Background: an optimization exercise with open tools, aiming at small area, a short achievable clock period and few clock cycles. Do not read the settings as production practice.
Only simulation tests tie the RTL to the original design; equivalence was not proved.
No activity file was given, so power comes from the tool's default toggle rates.

===== design/flow/design.v =====
package ccp_pkg;
   localparam int GEN_MAX_LEN_DEF = 17;
   localparam int COUNT_WIDTH_DEF = 32;
   localparam int LEN_HARD_CAP = 17;
   localparam int CSR_DATA_W  = 32;
   localparam int CSR_INDEX_W = 2;
   localparam int POLY_W      = 17;
   localparam int GLEN_W      = 5;
   localparam int MSG_W       = 32;
   localparam int QUEUE_DEPTH_DEF = 2;
   localparam int PAD_W    = 4;
   localparam int CW_LEN_W = 6;
   typedef enum logic [CSR_INDEX_W-1:0] {
      CSR_DATAWORD_IS_BYTE = 2'd0,
      CSR_GEN_POLY         = 2'd1,
      CSR_GEN_LENGTH       = 2'd2,
      CSR_MESSAGE_BYTES    = 2'd3
   } csr_index_type;
   typedef struct packed {
      logic              dataword_is_byte;
      logic [POLY_W-1:0] gen_poly;
      logic [GLEN_W-1:0] gen_length;
      logic [MSG_W-1:0]  message_bytes;
   } cfg_type;
   typedef struct packed {
      logic                hdr;
      logic [PAD_W-1:0]    pad;
      logic                eom;
      logic [CW_LEN_W-1:0] cw_len;
   } job_ctl_type;
endpackage
module crc_codeword_packer_unit (
   input  logic        clock,
   input  logic        reset,
   input  logic        req_valid,
   output logic        req_ready,
   input  logic [7:0]  req_data_byte,
   output logic        rsp_valid,
   input  logic        rsp_ready,
   output logic [7:0]  rsp_out_byte,
   output logic        rsp_is_header,
   output logic        rsp_last_of_run,
   input  logic        csr_write_en,
   input  logic [1:0]  csr_index,
   input  logic [31:0] csr_wdata
);
   logic rst_ff;
   always_ff @(posedge clock) rst_ff <= reset;
   logic        isb;
   logic [15:0] poly;
   logic [4:0]  glen;
   logic [31:0] mreg;
   always_ff @(posedge clock) begin
      if (csr_write_en && csr_index == 2'd0)      isb <= csr_wdata[0];
      else if (rst_ff)                             isb <= 1'b1;
      if (csr_write_en && csr_index == 2'd1)      poly <= csr_wdata[15:0];
      else if (rst_ff)                             poly <= 16'd13;
      if (csr_write_en && csr_index == 2'd2)      glen <= csr_wdata[4:0];
      else if (rst_ff)                             glen <= 5'd4;
      if (csr_write_en && csr_index == 2'd3)      mreg <= csr_wdata;
      else if (rst_ff)                             mreg <= 32'd1;
   end
   logic [4:0]  r;
   logic [4:0]  sh;
   logic [15:0] pal;
   always_comb begin
      if (glen == 5'd0)       r = 5'd0;
      else if (glen > 5'd17)  r = 5'd16;
      else                    r = glen - 5'd1;
      sh  = 5'd16 - r;
      pal = (sh[4]) ? 16'd0 : (poly << sh[3:0]);
   end
   logic [7:1] qc;
   logic [7:0] qn;
   always_comb begin
      qn[0] = 1'b1;
      for (int k = 1; k < 8; k++) begin
         qn[k] = 1'b0;
         for (int m = 1; m <= k; m++) qn[k] = qn[k] ^ (pal[16-m] & qn[k-m]);
      end
   end
   always_ff @(posedge clock) qc <= qn[7:1];
   logic       rdy_ff;
   logic       acc_ff;
   logic       hv, tv;
   logic [7:0] hb, tb;
   logic       hhd;           
   logic       hph;           
   logic       heom, teom;    
   logic       hst, tst;      
   logic [31:0] cnt;
   logic        mopen;
   assign req_ready = rdy_ff;
   wire accept = req_valid & rdy_ff;
   logic [32:0] cnt_p1;
   logic        eom_new;
   assign cnt_p1  = {1'b0, cnt} + 33'd1;
   assign eom_new = cnt_p1 >= {1'b0, mreg};
   wire h_fresh = acc_ff & ~tv;
   wire t_fresh = acc_ff & tv;
   wire h_eom   = h_fresh ? eom_new : heom;
   wire h_st    = h_fresh ? ~mopen  : hst;
   wire t_eom   = t_fresh ? eom_new : teom;
   wire t_st    = t_fresh ? ~mopen  : tst;
   wire h_nhdr  = h_st & ~hhd;
   logic [7:0]  fb;
   logic [15:0] rem_hi;
   logic [15:0] rem_fin;
   always_comb begin
      for (int i = 0; i < 8; i++) begin
         fb[i] = hb[7-i];
         for (int j = 0; j < i; j++) begin
            if (i < 4 || j >= 4) fb[i] = fb[i] ^ (qc[i-j] & hb[7-j]);
            else                 fb[i] = fb[i] ^ (qc[i-j] & hb[7-j] & isb);
         end
      end
      rem_hi = 16'd0;
      for (int j = 0; j < 4; j++) rem_hi = rem_hi ^ ({16{fb[j]}} & (pal << (3 - j)));
      rem_fin = {16{isb}} & (rem_hi << 4);
      for (int j = 4; j < 8; j++) rem_fin = rem_fin ^ ({16{fb[j]}} & (pal << (7 - j)));
   end
   logic        nib_small;
   logic        p_final;
   logic [23:0] piece;
   logic [4:0]  plen;
   logic [6:0]  mx, my;
   logic [23:0] merged;
   always_comb begin
      nib_small = ~isb & (r < 5'd4);
      p_final   = isb | nib_small | hph;
      mx = {hb[7:4], rem_hi[15:13]};
      my = {hb[3:0], rem_fin[15:13]};
      merged = {mx, 17'd0} | ({my, 17'd0} >> (5'd4 + {3'd0, r[1:0]}));
      if (isb)            piece = {hb, rem_fin};
      else if (nib_small) piece = merged;
      else if (!hph)      piece = {hb[7:4], rem_hi, 4'd0};
      else                piece = {hb[3:0], rem_fin, 4'd0};
      if (isb)            plen = 5'd8 + r;
      else if (nib_small) plen = 5'd8 + {r[3:0], 1'b0};
      else                plen = 5'd4 + r;
   end
   logic [2:0] m3;
   logic [2:0] b8;
   logic [5:0] prod;
   logic [3:0] pad;
   always_comb begin
      m3   = (mreg == 32'd0) ? 3'd1 : mreg[2:0];
      b8   = isb ? r[2:0] : {r[1:0], 1'b0};
      prod = {3'd0, m3} * {3'd0, b8};
      pad  = 4'd8 - {1'b0, prod[2:0]};
   end
   logic [30:0] work;
   logic [4:0]  c;
   logic        vld, hdr, lst, fin;
   assign rsp_valid       = vld;
   assign rsp_out_byte    = work[30:23];
   assign rsp_is_header   = hdr;
   assign rsp_last_of_run = lst;
   wire fire = vld & rsp_ready;
   logic [4:0]  c1;
   logic [30:0] w1;
   logic        room;
   logic        byp;
   logic        ld_hdr, ld_pc, pop;
   logic [4:0]  sum;
   logic [30:0] work_n;
   logic [4:0]  c_n;
   logic        hdr_n, fin_n;
   always_comb begin
      c1   = fire ? (c - 5'd8) : c;
      w1   = fire ? {work[22:0], 8'd0} : work;
      room = (c1 < 5'd8);
      byp  = accept & ~hv & (c == 5'd0) & ~mopen;
      ld_hdr = byp | (hv & room & h_nhdr);
      ld_pc  = hv & room & ~h_nhdr;
      pop    = ld_pc & p_final;
      sum    = c1 + plen;
      work_n = w1;
      c_n    = c1;
      hdr_n  = hdr & ~fire;
      fin_n  = fin;
      if (ld_hdr) begin
         work_n = {4'd0, pad, 23'd0};
         c_n    = 5'd8 + {1'b0, pad};
         hdr_n  = 1'b1;
         fin_n  = 1'b0;
      end else if (ld_pc) begin
         work_n = w1 | ({piece, 7'd0} >> c1[2:0]);
         c_n    = (p_final & h_eom) ? {sum[4:3], 3'd0} : sum;
         hdr_n  = 1'b0;
         fin_n  = p_final;
      end
   end
   always_ff @(posedge clock) begin
      work <= work_n;
      if (rst_ff) begin
         c   <= 5'd0;
         hdr <= 1'b0;
         fin <= 1'b0;
         lst <= 1'b0;
      end else begin
         c   <= c_n;
         hdr <= hdr_n;
         fin <= fin_n;
         lst <= fin_n & (c_n < 5'd16);
      end
      if (reset || rst_ff) vld <= 1'b0;
      else                 vld <= (c_n >= 5'd8);
   end
   logic tv_n;
   always_comb begin
      if (pop | ~hv) tv_n = tv & accept;
      else           tv_n = tv | accept;
   end
   always_ff @(posedge clock) begin
      if (reset) rdy_ff <= 1'b0;
      else       rdy_ff <= rst_ff | ~tv_n;
   end
   always_ff @(posedge clock) begin
      if (rst_ff) begin
         acc_ff <= 1'b0;
         hv     <= 1'b0;
         tv     <= 1'b0;
         cnt    <= 32'd0;
         mopen  <= 1'b0;
      end else begin
         acc_ff <= accept;
         if (acc_ff) begin
            cnt   <= eom_new ? 32'd0 : cnt_p1[31:0];
            mopen <= ~eom_new;
         end
         tv <= tv_n;
         if (pop | ~hv) begin
            hv <= tv | accept;
         end
      end
      if (pop | ~hv) begin
         if (tv) begin
            hb   <= tb;
            heom <= t_eom;
            hst  <= t_st;
            hhd  <= 1'b0;
            hph  <= 1'b0;
         end else begin
            hb   <= req_data_byte;
            hhd  <= byp;
            hph  <= 1'b0;
         end
      end else begin
         heom <= h_eom;
         hst  <= h_st;
         if (ld_hdr) hhd <= 1'b1;
         if (ld_pc)  hph <= 1'b1;
      end
      if (tv) begin
         teom <= t_eom;
         tst  <= t_st;
      end
      if (accept & (tv | (hv & ~pop))) tb <= req_data_byte;
   end
endmodule

===== design/flow/run.sh =====
#!/bin/bash
# synth_recipe.tcl (not shown) runs the flow's synth.tcl, then flattens the netlist and writes it again
# the make line also repeats each setting of config.mk as NAME=value (left out here)
make -C /OpenROAD-flow-scripts/flow DESIGN_CONFIG=/design/flow/config.mk WORK_HOME=/design/flow/orfs CLKGATE_MAP_FILE= SYNTH_SCRIPT=/design/flow/synth_recipe.tcl finish

===== design/flow/config.mk =====
export PLATFORM = sky130hd
export DESIGN_NAME = crc_codeword_packer_unit
export DESIGN_NICKNAME = crc_codeword_packer_unit
export VERILOG_FILES = /design/flow/design.v
export SDC_FILE = /design/flow/constraint.sdc
export NUM_CORES = 4
export LEC_CHECK = 0
export ABC_CLOCK_PERIOD_IN_PS = 3500
export CAP_MARGIN = 20
export CORE_MARGIN = 2
export CORE_UTILIZATION = 60
export SLEW_MARGIN = 20

===== design/flow/constraint.sdc =====
create_clock -name core_clock -period 16.0 [get_ports {clock}]
set_input_delay 3.2000 -clock core_clock [delete_from_list [all_inputs] [get_ports {clock}]]
set_output_delay 3.2000 -clock core_clock [all_outputs]
set_load 0.01 [all_outputs]

==> results of run 1 <==
## final timing paths
kind,from,endpoint,slack (ns),depth (start not counted)
setup / recovery,glen[0]$_SDFFCE_PN0P_,work[21]$_SDFF_PP0_,7.78,20
hold / removal,work[7]$_SDFF_PP0_,work[7]$_SDFF_PP0_,0.47,2
setup reg to reg,glen[0]$_SDFFCE_PN0P_,work[21]$_SDFF_PP0_,7.78,20
hold reg to reg,work[7]$_SDFF_PP0_,work[7]$_SDFF_PP0_,0.47,2
## layer usage
layer / GRT usage [%] / part of all wire, %
met5: 0 / 0
met3: 5.677 / 7.2
met4: 13.41 / 3.7
met1: 45.08 / 42
met2: 58.25 / 47
## placed cells by master (no fill, tap or decap), drive strengths merged, types with 8 or more instances in the layout
cell           Yosys  final
clkbuf            71     18
a21o              24     24
ha                49     49
a31oi             12     12
nor3              39     39
nor2             131    131
buf               41     17
o2111ai            9      9
o22ai             15     15
mux2              24     24
or2               11     11
a211oi            22     22
edfxtp            75     75
nand3b            12     12
a2111oi           10     10
nand4             20     20
a22oi             15     15
xnor3             14     14
o21ai             65     65
nor2b              8      8
nand2            169    169
or3               15     15
clkdlybuf4s50      0     58
nor4              17     17
a221oi             9      9
nand2b            31     31
xor2              48     48
o211ai            13     13
dfxtp             86     86
mux2i             68     68
a21oi            111    111
inv               57     65
and4               8      8
nand3             69     69
xnor2             83     83
and3              27     27
and2              68     68
## power by group through the flow
| stage | sequential [mW] | combinational, mW | clock, mW |
|---|---|---|---|
| 4_1_cts | 0.540 | 1.12 | 0.443 |
| 5_1_grt | 0.548 | 1.23 | 0.459 |
| 3_5_place_dp | 0.548 | 1.11 | 0 |
| 2_1_floorplan | 0.520 | 0.859 | 0 |
| 3_3_place_gp | 0.547 | 1.10 | 0 |
| 6_report | 0.543 | 1.15 | 0.439 |
## synthesized netlist by cell type, types with 21 or more instances
master	count	area share (%)
a211oi_1	21	1.1
a21o_1	24	1.3
a21oi_1	108	3.9
and2_1	65	2.9
and3_1	27	1.2
clkbuf_1	71	1.9
dfxtp_1	86	12
edfxtp_1	75	16
ha_1	49	4.4
inv_1	56	1.5
mux2_2	24	1.9
mux2i_1	68	4.9
nand2_1	169	4.5
nand2b_1	31	1.4
nand3_1	69	2.5
nor2_1	131	3.5
nor3_1	39	1.4
o21ai_0	58	2.1
xnor2_1	81	5.1
xor2_1	47	2.9
## final cells by class
type | instances | area [sq um] | share of cell area, %
Multi-Input combinational cell | 1331 | 9280 | 61.06
Sequential cell | 161 | 3975 | 26.15
Timing Repair Buffer | 75 | 708.2 | 4.660
Clock buffer | 18 | 429.2 | 2.824
Tap cell | 313 | 391.6 | 2.577
Inverter | 59 | 221.5 | 1.457
Clock inverter | 14 | 192.7 | 1.268
## cell families after synthesis
| family | synth area share (%) |
|---|---|
| compound gates | 19.53 |
| xor+xnor | 11.31 |
| fa+ha+maj | 4.604 |
| buf+inv | 5.151 |
| flops | 28.45 |
| mux | 7.775 |
| simple gates | 23.18 |
## flip-flops by register name (all words and copies together), names as in the netlist, 2 cells and up, named ones only
register	flops
c	2
cnt	32
glen	5
hb	8
mreg	32
poly	16
qc	7
tb	8
work	31
## through the flow
stage | util [%] | std cells
4_1_cts | 66.72 | 1971
3_3_place_gp | 63.97 | 1939
3_5_place_dp | 63.99 | 1939
2_1_floorplan | - | 1663
6_report | 66.72 | 1971
5_1_grt | 66.72 | 1971
## critical path, stage by stage, from the launching register on
cell and delay, ns:
edfxtp_1 0.87, inv_1 0.24, ha_1 0.30, or4b_1 0.30
o211ai_1 0.19, nor2_1 0.69, clkinv_1 0.46, ha_1 0.96
clkinv_1 0.52, nand2_1 0.23, mux2i_1 0.28, mux2_2 0.39
nor2_1 0.47, or3_1 0.21, xor2_1 0.33, nand2_1 0.12
xnor3_1 0.39, a211oi_4 0.34, mux2i_1 0.14, mux4_2 0.51
o2bb2ai_1 0.13
==> flow_summary.json, run 1 <==
{
  "combPwrFrac_pct": 53.9,
  "h-tree-depth": 4,
  "p_sw_uw": 928.6,
  "dr.pass1.iters": 6,
  "cts_tree": "built",
  "maxSlewViolCount": 0,
  "rsz0062_at_grt": "false",
  "synth_cell_types": 102,
  "yosys_warnings": 1,
  "required_ns": 16.29,
  "core_sq_um": 22780,
  "rows": 55,
  "vias": 12920,
  "whs_ns": 0.4672,
  "route.detailed.drc": 0,
  "cts_resized": 0,
  "fin_skew_ns": 0.02006,
  "fillCellCount": 1943,
  "total_power_mw": 2.128,
  "yosysSeqAreaShare_pct": 28.45,
  "seqPwrFrac_pct": 25.5,
  "hp-class": "register to register",
  "p_int_mw": 1.199,
  "syn_area_sq_um": 13970,
  "overflow": 0,
  "drt-initial-drc-count": 1292,
  "clkTransAtPathRegs_ns": 0.07,
  "dp_slack_ns": 7.920,
  "grt_pass1_wl_um": 66940,
  "ys_ff_latch": 161,
  "gp_congestion": 0.9592,
  "cts_buffers": 17,
  "start_kind": "register",
  "drv_cap": 0,
  "fin_crit_ns": 8.224,
  "powerDensity_nw_per_um2": 140.0,
  "path_class": "register to register",
  "swShare_pct": 43.64,
  "maxSlewHeadroom_pct": 30.37,
  "antenna_found_initial": 0,
  "n_antenna_cell": 0,
  "drive_gt1_share_pct": 7.057,
  "die_w_um": 156.6,
  "dieHeight_um": 156.6,
  "dp_hpwl_um": 30840,
  "cts.sinks": 161,
  "syn_inst": 1663,
  "synth_fp_nets": 1760,
  "die_area_sq_um": 24520,
  "path_max_fanout": 23,
  "clock_path_buffers": 2,
  "p_clk_share_pct": 20.6,
  "clock_latency_ns": 0.44,
  "cts_setup_buffers": 0,
  "grt_max_degree": 57,
  "syn_area_per_cell_sq_um": 8.400,
  "drt_wl_total_um": 42010,
  "port_buffers": 58,
  "p_leak_nw": 5.955,
  "dpl-instance-area_sq_um": 14580,
  "avgViaCountPerCell": 6.555,
  "wl_per_cell_um": 21.31,
  "final_cell_area_sq_um": 15200,
  "setup_viol": 0,
  "antenna_left": 0,
  "cts_root_buf": "clkbuf_16",
  "timing.final.ws_setup_ns": 7.776,
  "cts_hold_buf": 0,
  "period_share_pct": 51.40,
  "track_usage_pct": 34.77,
  "grt_pass1_vias": 12250,
  "ys_async_sr_fraction_pct": 0,
  "peakVddDrop_v": 0.00007722,
  "clock.fmax_ghz": 0.1216,
  "hold_viol": 0,
  "finalNetCount": 1742,
  "tightest_slew_ns": 1.044,
  "initial_core_util_pct": 61.32,
  "synthFlopType": "dfxtp_1",
  "synth_edf_count": 75,
  "syn_to_final_growth_pct": 8.805,
  "io_pins": 59,
  "endpoint_kind": "register",
  "status": "timing/DRC/antenna clean",
  "cp.arrival_ns": 8.52,
  "finalSetupTns_ns": 0
}
Testbench counts, summed over its fixed seeds: cycles 14,147.
==> inputs of run 2 (changes only) <==
--- a/design/flow/config.mk
+++ b/design/flow/config.mk
@@ -7,6 +7,5 @@
 export LEC_CHECK = 0
-export ABC_CLOCK_PERIOD_IN_PS = 3500
 export CAP_MARGIN = 20
 export CORE_MARGIN = 2
-export CORE_UTILIZATION = 60
+export CORE_UTILIZATION = 40
 export SLEW_MARGIN = 20
==> flow_summary.json, run 2 <==
{
  "status": "timing/DRC/antenna clean",
  "ys_async_sr_fraction_pct": 0,
  "r2r-start": "glen[0]$_SDFFCE_PN0P_",
  "syn_area_per_cell_sq_um": 8.400,
  "clock.fmax_ghz": 0.1178,
  "reg.largest.list": "cnt (32), mreg (32), work (31)",
  "rsz0062_at_grt": "false",
  "cts_setup_buffers": 0,
  "drive_gt1_share_pct": 7.452,
  "synth_cell_types": 102,
  "utilization_pct": 44.85,
  "clkTransAtPathRegs_ns": 0.07,
  "io_pins": 59,
  "tightest_slew_ns": 1.106,
  "powerDensity_nw_per_um2": 139.4,
  "syn_area_sq_um": 13970,
  "final_cell_mix": "nand2_1, nor2_1, a21oi_1",
  "syn_inst": 1663,
  "die_area_sq_um": 36430,
  "setup_viol": 0,
  "grt_pass1_wl_um": 69670,
  "ff2ff_setup_slack_ns": 7.51,
  "hp-class": "register to register",
  "antenna_found_initial": 3,
  "dr.pass1.iters": 5,
  "cp.arrival_ns": 8.82,
  "avgViaCountPerCell": 6.020,
  "n_antenna_cell": 0,
  "drv_cap": 0,
  "dp_hpwl_um": 32900,
  "finalSetupTns_ns": 0,
  "antenna_left": 0,
  "grt_max_degree": 57,
  "synth_edf_count": 75,
  "core_sq_um": 34460,
  "clock_latency_ns": 0.45,
  "path_max_fanout": 23,
  "yosys_warnings": 1,
  "grt_pass1_vias": 12400,
  "yosys.area.top_type_share_pct": 16.12,
  "yosys.area.top_type": "edfxtp_1",
  "start_kind": "register",
  "ys_ff_latch": 161,
  "peakVddDrop_v": 0.00009437,
  "whs_path_depth": 2,
  "cts_tree": "built",
  "syn_to_final_growth_pct": 10.65,
  "dieHeight_um": 190.9,
  "clock_path_buffers": 2,
  "hold_viol": 0,
  "finalNetCount": 1748,
  "yosysSeqAreaShare_pct": 28.45,
  "h-tree-depth": 4,
  "drt_wl_total_um": 44110,
  "synthFlopType": "dfxtp_1",
  "min_from": "work[7]$_SDFF_PP0_",
  "endpoint_kind": "register",
  "overflow": 0,
  "maxSlewViolCount": 0,
  "yosys-top-cells-count": "nand2_1, nor2_1, a21oi_1, dfxtp_1, xnor2_1",
  "maxSlewHeadroom_pct": 26.27,
  "r2r_end": "work[21]$_SDFF_PP0_",
  "whs_ns": 0.4632,
  "wl_per_cell_um": 20.81,
  "period_share_pct": 53.05,
  "timing.final.ws_setup_ns": 7.512,
  "fin_crit_ns": 8.488,
  "cts_buffers": 17,
  "layout_commonest_cell": "nand2_1",
  "die_w_um": 190.9,
  "drt-initial-drc-count": 1104,
  "cts.sinks": 161,
  "holdPathEnd": "work[7]$_SDFF_PP0_",
  "rows": 68,
  "track_usage_pct": 24.47,
  "cts_root_buf": "clkbuf_16",
  "gp_congestion": 0.9462,
  "route.detailed.drc": 0,
  "r2r_cells": 20,
  "cts_resized": 0,
  "port_buffers": 58,
  "initial_core_util_pct": 40.54,
  "synth_area_leaders": "edfxtp_1, dfxtp_1, xnor2_1",
  "synth_fp_nets": 1760,
  "yosys.cell_count.top_type": "nand2_1",
  "required_ns": 16.34,
  "dp_slack_ns": 7.744,
  "fin_skew_ns": 0.007957,
  "path_class": "register to register",
  "p_leak_nw": 5.993,
  "vias": 12760,
  "cts_hold_buf": 0
}
==> run 2: per-stage QoR <==
stage          total power [mW]  std cells  area, sq um
6_report                  2.155       2119        15460
5_1_grt                   2.268       2119        15460
4_1_cts                   2.143       2119        15450
3_5_place_dp              1.677       2087        14790
3_3_place_gp              1.673       2087        14790
2_1_floorplan             1.380       1663        13970
==> run 2: cell type report <==
| type | instances | area, sq um |
|---|---|---|
| multi-input cells | 1331 | 9284 |
| well taps | 455 | 569.3 |
| clock inverters | 14 | 224.0 |
| inverters | 59 | 221.5 |
| repair buffers | 81 | 753.2 |
| fillers | 3387 | 19000 |
| clock buffers | 18 | 429.2 |
| flip-flops and latches | 161 | 3975 |
==> run 2: worst max-delay path by stage <==
stage / startpoint / to / slack [ns] / depth (start not counted)
5_1_grt: glen[0]$_SDFFCE_PN0P_ / work[19]$_SDFF_PP0_ / 6.95 / 20
4_1_cts: glen[0]$_SDFFCE_PN0P_ / work[21]$_SDFF_PP0_ / 7.69 / 20
3_5_place_dp: glen[0]$_SDFFCE_PN0P_ / work[21]$_SDFF_PP0_ / 7.74 / 20
2_1_floorplan: glen[0]$_SDFFCE_PN0P_ / work[21]$_SDFF_PP0_ / 9.71 / 24
6_report: glen[0]$_SDFFCE_PN0P_ / work[21]$_SDFF_PP0_ / 7.51 / 20
3_3_place_gp: glen[0]$_SDFFCE_PN0P_ / work[21]$_SDFF_PP0_ / 8.03 / 20
==> run 2: cells by family (layout without fill, tap and decap cells) <==
kind of cell               after synthesis  count (layout)  share of synthesized area [%]
muxes                                   98              98                          7.775
adders and majority gates               51              51                          4.604
and+or+nand+nor                        642             642                          23.18
DFF                                    161             161                          28.45
xor gates and xnor gates               148             148                          11.31
AOI/OAI and AO/OA                      392             392                          19.53
buffers and inverters                  171             172                          5.151
==> run 2: power breakdown <==
group | switching [mW] | leakage, nW | internal, mW
clock | 0.182 | 0.306 | 0.279
sequential | 0.0570 | 1.51 | 0.487
combinational | 0.686 | 4.17 | 0.463
==> run 2: worst max-delay path, cell delays in order, from the launching register on <==
cell	delay (ns)
edfxtp_1	0.90
inv_1	0.27
ha_1	0.30
or4b_1	0.30
o211ai_1	0.21
nor2_1	0.74
clkinv_1	0.47
ha_1	0.99
clkinv_1	0.53
nand2_1	0.25
mux2i_1	0.30
mux2_2	0.39
nor2_1	0.47
or3_1	0.21
xor2_1	0.34
nand2_1	0.12
xnor3_1	0.39
a211oi_4	0.36
mux2i_1	0.15
mux4_2	0.52
o2bb2ai_1	0.13
==> run 2: per-layer routing <==
metal / track usage (%) / vias up / share of wire [%]
met5: 0 / - / 0.061
met4: 8.885 / 4 / 2.9
met3: 3.644 / 78 / 5.5
met2: 41.28 / 441 / 48
met1: 31.63 / 6201 / 44
li1: - / 6032 / -

-- port drivers added, routing unchanged --
How much do the figures lean on ideal ports? The routed layouts below were timed once more, with nothing changed but the port constraints.
Step 1 sets driving cells, clkbuf_16 on the clock port and buf_2 on the other inputs (assumed; they add their load-dependent delay and slew).
Step 2 moves the port delays by t, midway between the first and last clock arrival at a register: inputs arrive t later, outputs are due t later. That takes back most of the time a late clock gives input paths.
a / b / c = no drivers / after step 1 / after step 2; a / b = the first two.
run	shift t [ns]	setup WS [ns]	worst hold slack (ns)	slew at the worst register clock pin (ns)
run 1	0.479	7.776 / 7.776 / 7.776	0.467 / 0.467 / 0.467	0.08 / 0.08
run 2	0.498	7.512 / 7.512 / 7.512	0.463 / 0.463 / 0.463	0.07 / 0.07
After both steps every run listed still meets setup and hold.
